This design comes from an exercise in tuning for small area on the open sky130 flow, not from production work. In this exercise RTL edits were held to simulation tests only and were not proved equivalent to the original. Power and IR drop assume default switching activity.

==> flow/design.v <==
module io_top (
  input  logic              clk,
  input  logic              rstn,
  input  logic              rxd,
  output logic              txd,
  output logic [31:0]       instr_wr_addr,
  output logic [31:0]       instr_wr_data,
  output logic              instr_wr_en,
  output logic              core_start,
  input  logic              core_end,
  output logic [31:0]       mem_rd_addr,
  output logic              mem_rd_rd,
  input  logic [31:0]       mem_data,
  input  logic              mem_data_ready
);
  localparam logic [2:0] W_WEND = 3'd0, W_HEADER = 3'd1, W_PIXEL = 3'd2, W_IDLE = 3'd3,
                         W_GAP1 = 3'd4, W_WDATA = 3'd5, W_GAP2 = 3'd6;
  localparam logic [1:0] LD_LEN = 2'd0, LD_WORD = 2'd1, LD_START = 2'd2, LD_DONE = 2'd3;
  logic [1:0]  ld_st;
  logic        done;        
  logic [1:0]  byte_cnt;
  logic [23:0] wdata;       
  logic [29:0] num_words;   
  logic [29:0] word_idx;    
  logic [2:0]  wst;         
  logic [3:0]  byte_idx;    
  logic [2:0]  pix_idx;
  logic [3:0]  fcount;      
  logic [3:0]  rbyte;       
  logic        rpix;
  logic [18:0] pstate, pstate_next;
  localparam logic [18:0] PSTATE_INIT = {W_WEND, 4'd13, 3'd0, 4'd0, 4'd0, 1'b0};
  assign done   = (ld_st == LD_DONE);
  assign pstate = word_idx[18:0];
  assign {wst, byte_idx, pix_idx, fcount, rbyte, rpix} = pstate;
  logic        push, pop;
  logic        line_end;    
  logic        capture;
  logic        rline;       
  logic       rxd_meta, rxd_s;
  logic [6:0] rc;
  logic       rx_valid;
  logic [7:0] rx_byte;
  logic       rx_idle, rx_data;
  assign rx_idle  = rc[6] & rc[3] & ~rc[4];
  assign rx_data  = ~rc[6];
  assign rx_valid = rx_idle & rc[0];
  always_ff @(posedge clk) begin
    if (!rstn) begin
      rxd_meta <= 1'b1;
      rxd_s    <= 1'b1;
      rc       <= 7'd72;
    end else begin
      rxd_meta <= rxd;
      rxd_s    <= rxd_meta;
      if (rx_idle)
        rc <= rxd_s ? 7'd72 : 7'd124;
      else if (rc == 7'd127 && rxd_s)
        rc <= 7'd72;
      else if (rc == 7'd71)
        rc <= {6'b100100, rxd_s};
      else
        rc <= rc + 7'd1;
    end
  end
  always_ff @(posedge clk) begin
    if (rx_data && rc[2:0] == 3'd7)
      rx_byte <= {rxd_s, rx_byte[7:1]};
  end
  logic       len_borrow;
  logic [7:0] len_sub;
  logic [8:0] len_diff;
  assign len_sub  = (ld_st != LD_LEN) ? 8'd0 : (byte_cnt == 2'd0) ? 8'd4 : {7'd0, len_borrow};
  assign len_diff = {1'b0, rx_byte} - {1'b0, len_sub};
  always_ff @(posedge clk) begin
    if (!rstn) begin
      ld_st       <= LD_LEN;
      byte_cnt    <= 2'd0;
      word_idx    <= 30'd0;
      instr_wr_en <= 1'b0;
    end else begin
      instr_wr_en <= 1'b0;
      if (ld_st == LD_START)
        word_idx[18:0] <= PSTATE_INIT;
      else if (done)
        word_idx[18:0] <= pstate_next;
      else if (instr_wr_en)
        word_idx <= word_idx + 30'd1;
      if (ld_st == LD_START) ld_st <= LD_DONE;
      if (rx_valid && !ld_st[1]) begin
        byte_cnt <= byte_cnt + 2'd1;
        if (byte_cnt == 2'd3) begin
          if (ld_st == LD_LEN) begin
            ld_st <= len_diff[8] ? LD_START : LD_WORD;
          end else begin
            instr_wr_en <= 1'b1;
            if (word_idx == num_words) ld_st <= LD_START;
          end
        end
      end
    end
  end
  always_ff @(posedge clk) begin
    if (ld_st[1]) begin
      if (capture) wdata <= mem_data[23:0];
    end else if (rx_valid && byte_cnt != 2'd3) begin
      wdata <= {len_diff[7:0], wdata[23:8]};
    end
    if ((rx_valid && byte_cnt == 2'd3 && ld_st == LD_LEN) || rline)
      num_words <= {len_diff[7:0], wdata[23:2]};
    if (rx_valid) len_borrow <= len_diff[8];
  end
  assign core_start    = (ld_st == LD_START);
  assign instr_wr_addr = {word_idx, 2'b00};
  assign instr_wr_data = {rx_byte, wdata};
  assign push        = done && (fcount != 4'd8) && (wst == W_HEADER || wst == W_PIXEL);
  assign line_end    = push && byte_idx == 4'd11;
  assign capture     = done && ((wst == W_GAP1 && byte_idx[0]) || wst == W_WDATA) && mem_data_ready;
  assign mem_rd_rd   = done && (wst == W_GAP1) && byte_idx[0];
  assign mem_rd_addr = {27'd0, pix_idx, 2'b00};
  logic [6:0] tc;
  logic       tx_idle;
  logic [3:0] tbyte_idx;
  logic       tpix;
  assign tx_idle   = tc[6] & tc[3] & ~tc[4];
  assign pop       = done && tx_idle && (fcount != 4'd0);
  assign rline     = pop && rbyte == 4'd15;
  assign tbyte_idx = rbyte;
  assign tpix      = rpix;
  always_ff @(posedge clk) begin
    if (!rstn)
      tc <= 7'd117;
    else if (tx_idle)
      tc <= pop ? 7'd120 : core_start ? 7'd118 : 7'd72;
    else
      tc <= tc + 7'd1;
  end
  always_comb begin
    logic [2:0] wst_n;
    logic [3:0] byte_idx_n;
    logic [2:0] pix_idx_n;
    logic [3:0] fcount_n;
    logic [3:0] rbyte_n;
    logic       rpix_n;
    wst_n     = wst;
    pix_idx_n = pix_idx;
    case (wst)
      W_WEND:   if (core_end) wst_n = W_HEADER;
      W_HEADER: if (line_end) wst_n = W_GAP1;
      W_GAP1:   if (capture) wst_n = W_GAP2;
                else if (byte_idx[0]) wst_n = W_WDATA;
      W_WDATA:  if (capture) wst_n = W_GAP2;
      W_GAP2:   if (byte_idx == 4'd15) wst_n = W_PIXEL;
      W_PIXEL: begin
        if (line_end) begin
          pix_idx_n = pix_idx + 3'd1;
          wst_n     = (pix_idx == 3'd7) ? W_IDLE : W_GAP1;
        end
      end
      default: ;
    endcase
    if (wst == W_WEND || capture)
      byte_idx_n = 4'd13;
    else if (push || wst == W_GAP1 || wst == W_GAP2)
      byte_idx_n = byte_idx + 4'd1;
    else
      byte_idx_n = byte_idx;
    if (push && !pop)
      fcount_n = fcount + 4'd1;
    else if (pop && !push)
      fcount_n = fcount - 4'd1;
    else
      fcount_n = fcount;
    rbyte_n = rbyte;
    rpix_n  = rpix;
    if (pop) begin
      if (rbyte == 4'd15) begin
        rbyte_n = 4'd4;
        rpix_n  = 1'b1;
      end else begin
        rbyte_n = rbyte + 4'd1;
      end
    end
    pstate_next = {wst_n, byte_idx_n, pix_idx_n, fcount_n, rbyte_n, rpix_n};
  end
  logic [7:0] chan;
  logic [1:0] hund;
  logic [6:0] rem1;
  logic [3:0] tens, ones, digit;
  logic [7:0] tbyte;
  logic [7:0] const_byte;
  always_comb begin
    if (!tpix)
      chan = (tbyte_idx[3:2] == 2'd3) ? 8'd255 : tbyte_idx[3] ? 8'd2 : 8'd4;
    else
      chan = (tbyte_idx[3:2] == 2'd3) ? num_words[21:14] : tbyte_idx[3] ? num_words[13:6] : wdata[7:0];
    hund = (chan >= 8'd200) ? 2'd2 : (chan >= 8'd100) ? 2'd1 : 2'd0;
    rem1 = 7'(chan - 8'd100 * hund);
    tens = 4'(rem1 / 7'd10);
    ones = 4'(rem1 % 7'd10);
    case (tbyte_idx[1:0])
      2'd0:    digit = {2'b00, hund};
      2'd1:    digit = tens;
      default: digit = ones;
    endcase
  end
  always_comb begin
    case (tbyte_idx[1:0])
      2'd0:    const_byte = ld_st[1] ? 8'haa : 8'h99;
      2'd1:    const_byte = 8'h50;
      2'd2:    const_byte = 8'h33;
      default: const_byte = 8'h0a;
    endcase
  end
  always_comb begin
    if (tbyte_idx[3:2] == 2'd0)
      tbyte = const_byte;
    else if (tbyte_idx[1:0] != 2'd3)
      tbyte = {4'h3, digit};
    else
      tbyte = (tbyte_idx[3:2] == 2'd3) ? 8'h0a : 8'h20;
  end
  assign txd = (tc[6] & tc[5] & tc[4] & tc[3]) ? 1'b0 :
               tc[6] ? 1'b1 : tbyte[tc[5:3]];
endmodule
clock: 12.0 ns
lec_check: 0
abc_area: 1
cap_margin: 20
core_margin: 2
core_utilization: 40
slew_margin: 20
standard.sh (not shown) runs the stock make flow with config.mk's settings and CLKGATE_MAP_FILE= SYNTH_SCRIPT=/design/flow/synth_recipe.tcl, a recipe that flattens the netlist after the stock synthesis.
==> flow/flow/run.sh <==
#!/bin/bash
# Layout flow: the standard flow with
#  - synthesis that leaves all arithmetic to ABC (no adder cell mapping) and
#    maps it with a deeper area-oriented ABC script; the registers come out
#    exactly as in the standard synthesis, which this script checks, and it
#    falls back to the standard synthesis otherwise,
#  - the smallest buffer on every port,
#  - small clock-tree leaf buffers and no dummy loads,
#  - one tie cell for the constant outputs.
set -euo pipefail
here=$(pwd)
ROOT_BUF=${ROOT_BUF:-sky130_fd_sc_hd__clkbuf_8}

mkdir -p ref
sed "s|WORK_HOME=[^ ]*|WORK_HOME=$here/ref/orfs|" standard.sh > ref/standard_ref.sh
bash ref/standard_ref.sh synth > ref_synth.log 2>&1

# Synthesis with the area-oriented ABC script and no adder cells.
cp -r "$FLOW_HOME/scripts" "$here/scripts_mod"
cp "$here/flow/abc_area.script" "$here/scripts_mod/abc_area.script"
ADDER_MAP_FILE= SCRIPTS_DIR="$here/scripts_mod" bash standard.sh synth > synth.log 2>&1

regs() { grep -oE 'sky130_fd_sc_hd__(e?df[a-z]*|sdf[a-z]*)_[0-9]+ +[^ ]+' "$1" | sed -E 's/_[0-9]+ +/ /' | sort; }
net=orfs/results/sky130hd/io_top/base/1_2_yosys.v
ref=ref/orfs/results/sky130hd/io_top/base/1_2_yosys.v
if ! diff <(regs "$ref") <(regs "$net") > regs_diff.log; then
  echo "registers differ from the standard synthesis; using it instead" | tee -a synth.log
  rm -rf orfs
  bash standard.sh synth > synth_std.log 2>&1
fi

export BUFFER_PORTS_ARGS="-buffer_cell sky130_fd_sc_hd__buf_1"
export CTS_ARGS="-sink_clustering_enable -repair_clock_nets -dont_use_dummy_load -sink_clustering_max_diameter 25 -buf_list sky130_fd_sc_hd__clkbuf_4 -root_buf $ROOT_BUF"
export SKIP_REPAIR_TIE_FANOUT=1
bash standard.sh > layout.log 2>&1
==> flow/flow/abc_area.script <==
strash
&get -n
&deepsyn -T 120 -S 7
&put
balance
rewrite
refactor
balance
rewrite
rewrite -z
balance
refactor -z
rewrite -z
balance
dch -f
amap -F 4 -A 8
topo
The baseline went through all stages and came out clean.
==> next run, changes <==
--- a/flow/design.v
+++ b/flow/design.v
@@ -65,11 +65,11 @@
   end
   always_ff @(posedge clk) begin
     if (rx_data && rc[2:0] == 3'd7)
       rx_byte <= {rxd_s, rx_byte[7:1]};
   end
-  logic       len_borrow;
+  logic       len_borrow;   
   logic [7:0] len_sub;
   logic [8:0] len_diff;
   assign len_sub  = (ld_st != LD_LEN) ? 8'd0 : (byte_cnt == 2'd0) ? 8'd4 : {7'd0, len_borrow};
   assign len_diff = {1'b0, rx_byte} - {1'b0, len_sub};
   always_ff @(posedge clk) begin
@@ -104,39 +104,41 @@
     if (ld_st[1]) begin
       if (capture) wdata <= mem_data[23:0];
     end else if (rx_valid && byte_cnt != 2'd3) begin
       wdata <= {len_diff[7:0], wdata[23:8]};
     end
-    if ((rx_valid && byte_cnt == 2'd3 && ld_st == LD_LEN) || rline)
+    if (rx_valid && byte_cnt == 2'd3 && ld_st == LD_LEN) begin
       num_words <= {len_diff[7:0], wdata[23:2]};
-    if (rx_valid) len_borrow <= len_diff[8];
-  end
+    end else begin
+      if (rline) num_words[21:6] <= wdata[23:8];
+      if (tx_on || core_start) num_words[28:22] <= tc_next;
+      if (rx_valid && ld_st == LD_LEN) num_words[5] <= len_diff[8];
+    end
+    if (!rstn) num_words[28:22] <= 7'd117;
+  end
+  assign len_borrow = num_words[5];
   assign core_start    = (ld_st == LD_START);
   assign instr_wr_addr = {word_idx, 2'b00};
   assign instr_wr_data = {rx_byte, wdata};
   assign push        = done && (fcount != 4'd8) && (wst == W_HEADER || wst == W_PIXEL);
   assign line_end    = push && byte_idx == 4'd11;
   assign capture     = done && ((wst == W_GAP1 && byte_idx[0]) || wst == W_WDATA) && mem_data_ready;
   assign mem_rd_rd   = done && (wst == W_GAP1) && byte_idx[0];
   assign mem_rd_addr = {27'd0, pix_idx, 2'b00};
-  logic [6:0] tc;
+  logic [6:0] tc, tc_next;
+  logic       tx_on;     
   logic       tx_idle;
   logic [3:0] tbyte_idx;
   logic       tpix;
-  assign tx_idle   = tc[6] & tc[3] & ~tc[4];
+  assign tx_on     = (ld_st == LD_LEN) || done;
+  assign tc        = num_words[28:22];
+  assign tx_idle   = !tx_on || (tc[6] & tc[3] & ~tc[4]);
   assign pop       = done && tx_idle && (fcount != 4'd0);
   assign rline     = pop && rbyte == 4'd15;
   assign tbyte_idx = rbyte;
   assign tpix      = rpix;
-  always_ff @(posedge clk) begin
-    if (!rstn)
-      tc <= 7'd117;
-    else if (tx_idle)
-      tc <= pop ? 7'd120 : core_start ? 7'd118 : 7'd72;
-    else
-      tc <= tc + 7'd1;
-  end
+  assign tc_next = tx_idle ? (pop ? 7'd120 : core_start ? 7'd118 : 7'd72) : tc + 7'd1;
   always_comb begin
     logic [2:0] wst_n;
     logic [3:0] byte_idx_n;
     logic [2:0] pix_idx_n;
     logic [3:0] fcount_n;
@@ -218,8 +220,9 @@
     else if (tbyte_idx[1:0] != 2'd3)
       tbyte = {4'h3, digit};
     else
       tbyte = (tbyte_idx[3:2] == 2'd3) ? 8'h0a : 8'h20;
   end
-  assign txd = (tc[6] & tc[5] & tc[4] & tc[3]) ? 1'b0 :
+  assign txd = !tx_on ? 1'b1 :
+               (tc[6] & tc[5] & tc[4] & tc[3]) ? 1'b0 :
                tc[6] ? 1'b1 : tbyte[tc[5:3]];
 endmodule
After rerunning:
- cell count went up slightly
- clock-buffer cell count went down by 8
- first-iteration DRC count went up by about a fifth
- global-route usage went up by 1.6 points
- non-clock buffer count went down by 1
- hold slack improved by 0.0055 ns
- setup slack got worse by 0.44 ns
- routed wire length went up by a little under a tenth
- sequential cell count went down by 8
- clock power went down by a few percent
- utilization went up by 0.58 points

## static timing again, ports no longer ideal
In the flow no input, the clock included, has a driving cell. The finished layouts below were timed again as built, in two steps. Step 1 sets driving cells, clkbuf_16 on the clock port and buf_2 on the other inputs (assumed; they add their load-dependent delay and slew). Step 2 moves the port delays by t, midway between the first and last clock arrival at a register: inputs arrive t later, outputs are due t later. That takes back most of the time a late clock gives input paths. Slacks: ideal ports / drivers / drivers and shift; pairs: ideal ports / drivers.
| run | shift t [ns] | setup slack, ns | latest minus earliest clock arrival (ns) | worst register clock-pin slew, ns |
|---|---|---|---|---|
| the first run | 0.439 | 3.491 / 3.455 / 3.894 | 0.030 / 0.030 | 0.10 / 0.10 |
| the second run | 0.416 | 3.051 / 3.014 / 3.430 | 0.025 / 0.026 | 0.10 / 0.10 |
After both steps every run listed still meets setup and hold.
